Context: an optimization exercise on an open-source flow, tuned for small area, a short achievable clock period and few clock cycles. The choices shown serve that exercise and are no tape-out recipe. RTL that was checked went through simulation tests only; none was proved equivalent to the original. Power is estimated from default activity; no workload was simulated.

lane 2:
Design ping_ram_dot_engine, start of the top module:
module ping_ram_dot_engine
#(
  parameter int unsigned ACC_W = 40,
  parameter int unsigned LEN_W = 16
) (
  input  logic                         clk,
  input  logic                         reset,
  input  logic [31:0]                  input_addr,
  input  logic [31:0]                  weight_addr,
  input  logic [31:0]                  output_addr,
  input  logic [31:0]                  data_type,
  output logic [31:0]                  finish_signal,
  output logic [26:0]                  avm_address,
  output logic                         avm_read,
  output logic                         avm_write,
  output logic [31:0]                  avm_writedata,
  output logic [3:0]                   avm_byteenable,
  output logic                         avm_burstcount,
  input  logic [31:0]                  avm_readdata,
  input  logic                         avm_readdatavalid,
  input  logic                         avm_waitrequest
);
Settings: LEC_CHECK=0, ABC_AREA=1, CAP_MARGIN=20, CORE_MARGIN=2, CORE_UTILIZATION=40, PLACE_DENSITY=0.6, SLEW_MARGIN=20; clock period 12.0 ns.
standard.sh (not shown) runs the stock make flow with config.mk's settings and CLKGATE_MAP_FILE= SYNTH_SCRIPT=/design/flow/synth_recipe.tcl, a recipe that flattens the netlist after the stock synthesis.
==> flow/flow/run.sh <==
#!/bin/bash
set -euo pipefail
bash standard.sh SETUP_SLACK_MARGIN=9 finish > make.log 2>&1
Lane 2: PASS, flow complete, no timing, DRC or antenna violations
Inputs modified between lane 2 and lane 1:
==> flow/flow/run.sh <==
#!/bin/bash
set -euo pipefail
bash standard.sh SETUP_SLACK_MARGIN=8.5 finish > make.log 2>&1
-- flow/config.mk --
<<< lane 2, line 10
export CORE_MARGIN = 2
export CORE_UTILIZATION = 40
export PLACE_DENSITY = 0.6
export SLEW_MARGIN = 20
>>> lane 1, line 10
export CORE_MARGIN = 2
export CORE_UTILIZATION = 65
export PLACE_DENSITY = 0.75
export SLEW_MARGIN = 20
export TNS_END_PERCENT = 0
==> comparison <==
The maximum clock frequency of lane 1 is lower than that of lane 2. Between lane 2 and lane 1, final standard cell area without fillers decreased. Measured against each other, lane 2 and lane 1 differ in data-path buffer share of cell area in the final layout, the higher figure coming from lane 2. | maximum VDD drop | lane 1 vs lane 2 | worse |. Going from lane 2 to lane 1, area growth from synthesis to layout shows a reduction of 20 points, biggest cell delay along the critical path shows no meaningful change. Diff lane 2 -> lane 1: count of non-CTS buffers in the layout dropped about 36%, clock-buffer cell count dropped 29%. Of lane 2 and lane 1, lane 2 shows the lower largest net degree at the start of global routing, with lane 1 above it.
No run of this note included a check of the RTL's function; only the layout flow was run.

---

== build 71 ==
Another version of the RTL of ping_ram_dot_engine (not shown whole).
Size: roughly 2,600 cells after synthesis, about 290 flip-flops.
clock: 12.0 ns
lec_check: 0
abc_area: 1
cap_margin: 20
core_margin: 2
core_utilization: 40
cts_cluster_diameter: 60
cts_cluster_size: 30
place_density: 0.6
slew_margin: 20
tns_end_percent: 0
==> flow/flow/run.sh <==
#!/bin/bash
set -euo pipefail
bash standard.sh SETUP_SLACK_MARGIN=9 "BUFFER_PORTS_ARGS=-buffer_cell sky130_fd_sc_hd__buf_2" finish > make.log 2>&1
Build 71: done, clean on timing, DRC and antenna
Testbench counts of build 71, summed over its fixed seeds: cycles 47,048.
Edits applied to the flow inputs when going from build 71 to build 83:
- swapping 60 for 70 in CTS_CLUSTER_DIAMETER
- swapping 30 for 35 in CTS_CLUSTER_SIZE
==> flow/flow/run.sh <==
#!/bin/bash
set -euo pipefail
bash standard.sh SETUP_SLACK_MARGIN=10 "BUFFER_PORTS_ARGS=-buffer_cell sky130_fd_sc_hd__buf_1" finish > make.log 2>&1
Results
Build 83 vs. build 71: via count shows an increase of 0.68%; final worst slack now larger; basic-gate share of the synthesized area counting and, or, nand and nor cells level.
Here is what was changed in the inputs of build 29 compared with build 83.
- CORE_UTILIZATION now 58, was 40
- PLACE_DENSITY now 0.7, was 0.6
==> flow/flow/run.sh <==
#!/bin/bash
set -euo pipefail
bash standard.sh SETUP_SLACK_MARGIN=9 "BUFFER_PORTS_ARGS=-buffer_cell sky130_fd_sc_hd__buf_1" finish > make.log 2>&1
Findings:
Compared with build 83, build 29 shows a higher final RePlAce weighted congestion. On count of vias placed by the detailed router, build 83 and build 29 are basically level. Instance area at placement in build 29 is 280 um2 below build 83. Comparing first-pass GRT wire length for build 83 and build 29, the smaller number came from build 29. Build 29 -> build 83: sequential cell count delta 0, exact match. Compared with build 83, in build 29 worst hold slack roughly the same, largest net degree at the start of global routing higher. Comparing build 83 against build 29, there is no change at all in final-report max-slew violation count. Looking at non-clock buffer count, build 29 sits 12 lower than build 83 does. Higher setup slack among build 83 and build 29: build 29. Compared with build 83, build 29 shows detailed router's first-iteration violation count higher by 17%.
Here is what was changed in the inputs of build 33 compared with build 29.
- swapping 0.7 for 0.75 in PLACE_DENSITY
- swapping 58 for 50 in CORE_UTILIZATION
## What came out
Per the final summary, build 33 finished and its layout is clean on timing, DRC and antenna. Status: combinational share of power parity (build 33, build 29). Going from build 29 to build 33, global-route usage over all layers shrinks by 4.5 points. Delta (build 33 minus build 29): maximum clock rate picked up an extra 0.49%, final period demand of the worst path shrank by 18 ps. Compared with build 29, in build 33 pin count of the biggest net entering global routing went down about 0.9%, wire length went up 860 um, clock insertion delay at the later pin of the skew report held, utilization went down 8.6 points.
## Diff of input files: build 3 against build 33
- changing PLACE_DENSITY from 0.75 to 0.8
- changing CORE_UTILIZATION from 50 to 70
- removing CTS_CLUSTER_SIZE (formerly 35)
- removing CTS_CLUSTER_DIAMETER (formerly 70)
==> flow/flow/run.sh <==
#!/bin/bash
set -euo pipefail
bash standard.sh SETUP_SLACK_MARGIN=9 "BUFFER_PORTS_ARGS=-buffer_cell sky130_fd_sc_hd__buf_2" finish > make.log 2>&1
[summary]
Every stage of the flow completed for build 3, and the final layout passed the timing, design-rule and antenna checks. Between build 3 and build 33, it is build 3 whose register-to-register slack is lower, by 130 ps. Build 3 and build 33 ended up with nearly the same inverter count. Per the comparison of build 3 with build 33, latest clock arrival within the worst-skew pair neither gained nor lost much; non-clock buffer count in the final layout has decreased; total detailed-routing wirelength rose 3.4%; detailed-route via count rose by 597. When build 3 is measured against build 33, its critical path depth turns out 8 higher. In build 3, the area growth from synthesis to layout came out 0.33 points below the value in build 33. Build 3 gives less worst setup slack after layout than build 33 did. Compared with build 33, in build 3 maximum ir drop on the vdd rail now smaller, cell area flat.

---

## oak
Another version of the RTL of ping_ram_dot_engine (not shown whole).
Size in the first run: about 270 flip-flops, about 0.024 sq mm of cells after synthesis.
Settings: LEC_CHECK=0, CAP_MARGIN=20, CORE_MARGIN=2, CORE_UTILIZATION=40, PLACE_DENSITY=0.6, SLEW_MARGIN=20; clock period 12.0 ns.
run.sh (not shown) runs the stock make flow with config.mk's settings and CLKGATE_MAP_FILE= SYNTH_SCRIPT=/design/flow/synth_recipe.tcl, a recipe that flattens the netlist after the stock synthesis.
Stock flow here: none of the scripts above is used.
oak completed every stage of the flow, and the final layout passed the timing, design-rule and antenna checks.
Here is what was changed in the inputs of pine compared with oak.
Settings: an added ABC_AREA of 1.
==> flow/flow/run.sh (new file) <==
#!/bin/bash
set -euo pipefail
bash standard.sh SETUP_SLACK_MARGIN=8 finish > make.log 2>&1
==> flow/standard.sh (new file) <==
#!/bin/bash
# synth_recipe.tcl (not shown) runs the flow's synth.tcl, then flattens the netlist and writes it again
# the make line also repeats each setting of config.mk as NAME=value (left out here)
make -C /OpenROAD-flow-scripts/flow DESIGN_CONFIG=/design/flow/config.mk WORK_HOME=/design/flow/orfs CLKGATE_MAP_FILE= SYNTH_SCRIPT=/design/flow/synth_recipe.tcl "${@:-finish}"
removed: flow/run.sh
Results
The first-iteration DRC count in pine sits 31% below the value recorded for oak.
Comparing oak with pine, the internal power came out essentially unchanged.
Pin count of the biggest net entering global routing (pine / oak): 1.20
Against oak, pine comes in 2.5 points lower on combinational group share of total power.
Post-placement cell count (lower): pine
Changes observed in pine relative to oak: clock-net power +about 10%, routed wire length now sits lower.
Function was not checked in any run of this note: the RTL went through the layout flow alone.

---

ping_ram_dot_engine with an RTL version that a note above also has.
Size in the first run: about 2600 cells after synthesis, roughly 290 flip-flops, about 260 I/O pins.
==> flow/config.mk <==
export PLATFORM = sky130hd
export DESIGN_NAME = ping_ram_dot_engine
export DESIGN_NICKNAME = ping_ram_dot_engine
export VERILOG_FILES = /design/flow/design.v
export SDC_FILE = /design/flow/constraint.sdc
export NUM_CORES = 4
export LEC_CHECK = 0
export ABC_AREA = 1
export CAP_MARGIN = 20
export CORE_MARGIN = 2
export CORE_UTILIZATION = 40
export CTS_CLUSTER_DIAMETER = 80
export CTS_CLUSTER_SIZE = 40
export PLACE_DENSITY = 0.6
export SLEW_MARGIN = 20
export TNS_END_PERCENT = 0
==> flow/constraint.sdc <==
create_clock -name core_clock -period 12.0 [get_ports {clk}]
set_input_delay 2.4000 -clock core_clock [delete_from_list [all_inputs] [get_ports {clk}]]
set_output_delay 2.4000 -clock core_clock [all_outputs]
set_load 0.01 [all_outputs]
standard.sh (not shown) runs the stock make flow with config.mk's settings and CLKGATE_MAP_FILE= SYNTH_SCRIPT=/design/flow/synth_recipe.tcl, a recipe that flattens the netlist after the stock synthesis.
==> flow/flow/run.sh <==
#!/bin/bash
set -euo pipefail
bash standard.sh SETUP_SLACK_MARGIN=9 "BUFFER_PORTS_ARGS=-buffer_cell sky130_fd_sc_hd__buf_2" finish > make.log 2>&1
The starting point passed the timing, design-rule and antenna checks.
Testbench counts at the start, summed over its fixed seeds: cycles 47,048.
Then changed:
==> flow/flow/run.sh (replaced) <==
#!/bin/bash
set -euo pipefail
bash standard.sh SETUP_SLACK_MARGIN=9 "BUFFER_PORTS_ARGS=-buffer_cell sky130_fd_sc_hd__buf_1" finish > make.log 2>&1
Settings changed: ABC_AREA 1 to 0, CTS_CLUSTER_DIAMETER 80 to 70, CTS_CLUSTER_SIZE 40 to 35.
Cell count decreases by about 17%.
Utilization decreases by 0.81 points.
Total power decreases by 1.7%.
First-iteration DRC count decreases by about 25%.
Then changed:
Settings changed: CORE_UTILIZATION 40 to 50, PLACE_DENSITY 0.6 to 0.65.
Effect: The new run ran to the end with no violations; worst hold slack got worse by 0.018 ns; wire length shrinks by a few percent; register-to-register slack degrades by 0.06 ns; power is about the same; first-iteration DRC count is higher by about a fifth; setup slack gains 0.037 ns.
Then changed:
Settings changed: ABC_AREA 0 to 1.
The new run produced a clean layout.
Wire length increases by 18%.
Cell count increases by 22%.
Via count increases by 15%.
Non-clock buffer count increases by 7.
Worst hold slack stays flat.
Synthesized area increases by 3.7%.
Worst setup slack is better by 0.055 ns.
Global-route usage increases by 4.1 points.
Die area increases by 3.6%.
Combinational power increases by about 10%.
Power increases by 1.9%.
Then changed:
==> flow/flow/run.sh (replaced) <==
#!/bin/bash
set -euo pipefail
bash standard.sh SETUP_SLACK_MARGIN=9 "BUFFER_PORTS_ARGS=-buffer_cell sky130_fd_sc_hd__buf_2" finish > make.log 2>&1
Settings changed: CORE_UTILIZATION 50 to 40, CTS_CLUSTER_DIAMETER 70 to default, CTS_CLUSTER_SIZE 35 to default, PLACE_DENSITY 0.65 to 0.6.
Effect:
- count of clock-buffer cells in the layout goes up by 21
- via count barely changes
- routed wire length is higher by 3.6%
- cell area increases by 3.0%
- global-route usage decreases by 5.8 points
- total power rose by about 6.5%

==> separate check: timing with driven ports <==
In the flow no input, the clock included, has a driving cell. The finished layouts below were timed again as built, in two steps.
Step 1: set_driving_cell puts a clkbuf_16 on clk and a buf_2 on each other input, an assumption about the parent block.
Step 2 times the ports against the registers' clock, not the clock port: input delays grow and output delays shrink by t, the midpoint of the rising clock arrivals with the driver on.
Slacks: ideal ports / drivers / drivers and shift; pairs: ideal ports / drivers.
run | shift t [ns] | setup slack, ns | hold slack, ns | slew at the worst register clock pin (ns)
lane 2 | 0.627 | 7.969 / 7.969 / 7.969 | 0.460 / 0.460 / 0.460 | 0.06 / 0.06
lane 1 | 0.645 | 7.827 / 7.827 / 7.356 | 0.468 / 0.468 / 0.468 | 0.07 / 0.07
build 71 | 0.653 | 8.270 / 8.213 / 7.758 | 0.464 / 0.464 / 0.464 | 0.09 / 0.09
build 83 | 0.640 | 8.300 / 8.242 / 7.748 | 0.473 / 0.473 / 0.473 | 0.09 / 0.09
build 29 | 0.638 | 8.318 / 8.262 / 7.811 | 0.471 / 0.471 / 0.471 | 0.10 / 0.10
build 33 | 0.638 | 8.336 / 8.280 / 7.836 | 0.466 / 0.466 / 0.466 | 0.11 / 0.11
build 3 | 0.635 | 8.285 / 8.234 / 7.751 | 0.457 / 0.457 / 0.457 | 0.07 / 0.07
oak | 0.633 | 6.315 / 6.315 / 6.299 | 0.462 / 0.462 / 0.462 | 0.07 / 0.07
pine | 0.613 | 7.804 / 7.804 / 7.510 | 0.465 / 0.465 / 0.465 | 0.06 / 0.06
the first run of note 4 | 0.631 | 8.278 / 8.218 / 7.828 | 0.467 / 0.467 / 0.467 | 0.12 / 0.12
the second run of note 4 | 0.648 | 8.268 / 8.212 / 7.805 | 0.487 / 0.487 / 0.487 | 0.09 / 0.09
the third run of note 4 | 0.647 | 8.305 / 8.252 / 7.768 | 0.470 / 0.470 / 0.470 | 0.10 / 0.10
the fourth run of note 4 | 0.625 | 8.361 / 8.301 / 7.819 | 0.467 / 0.467 / 0.467 | 0.09 / 0.09
the fifth run of note 4 | 0.625 | 8.283 / 8.226 / 7.854 | 0.458 / 0.458 / 0.458 | 0.07 / 0.07
After both steps setup and hold are still met in every run listed. For build 83, which loses most, drivers alone change the setup slack by -0.058 ns; drivers and shift together by -0.552 ns.
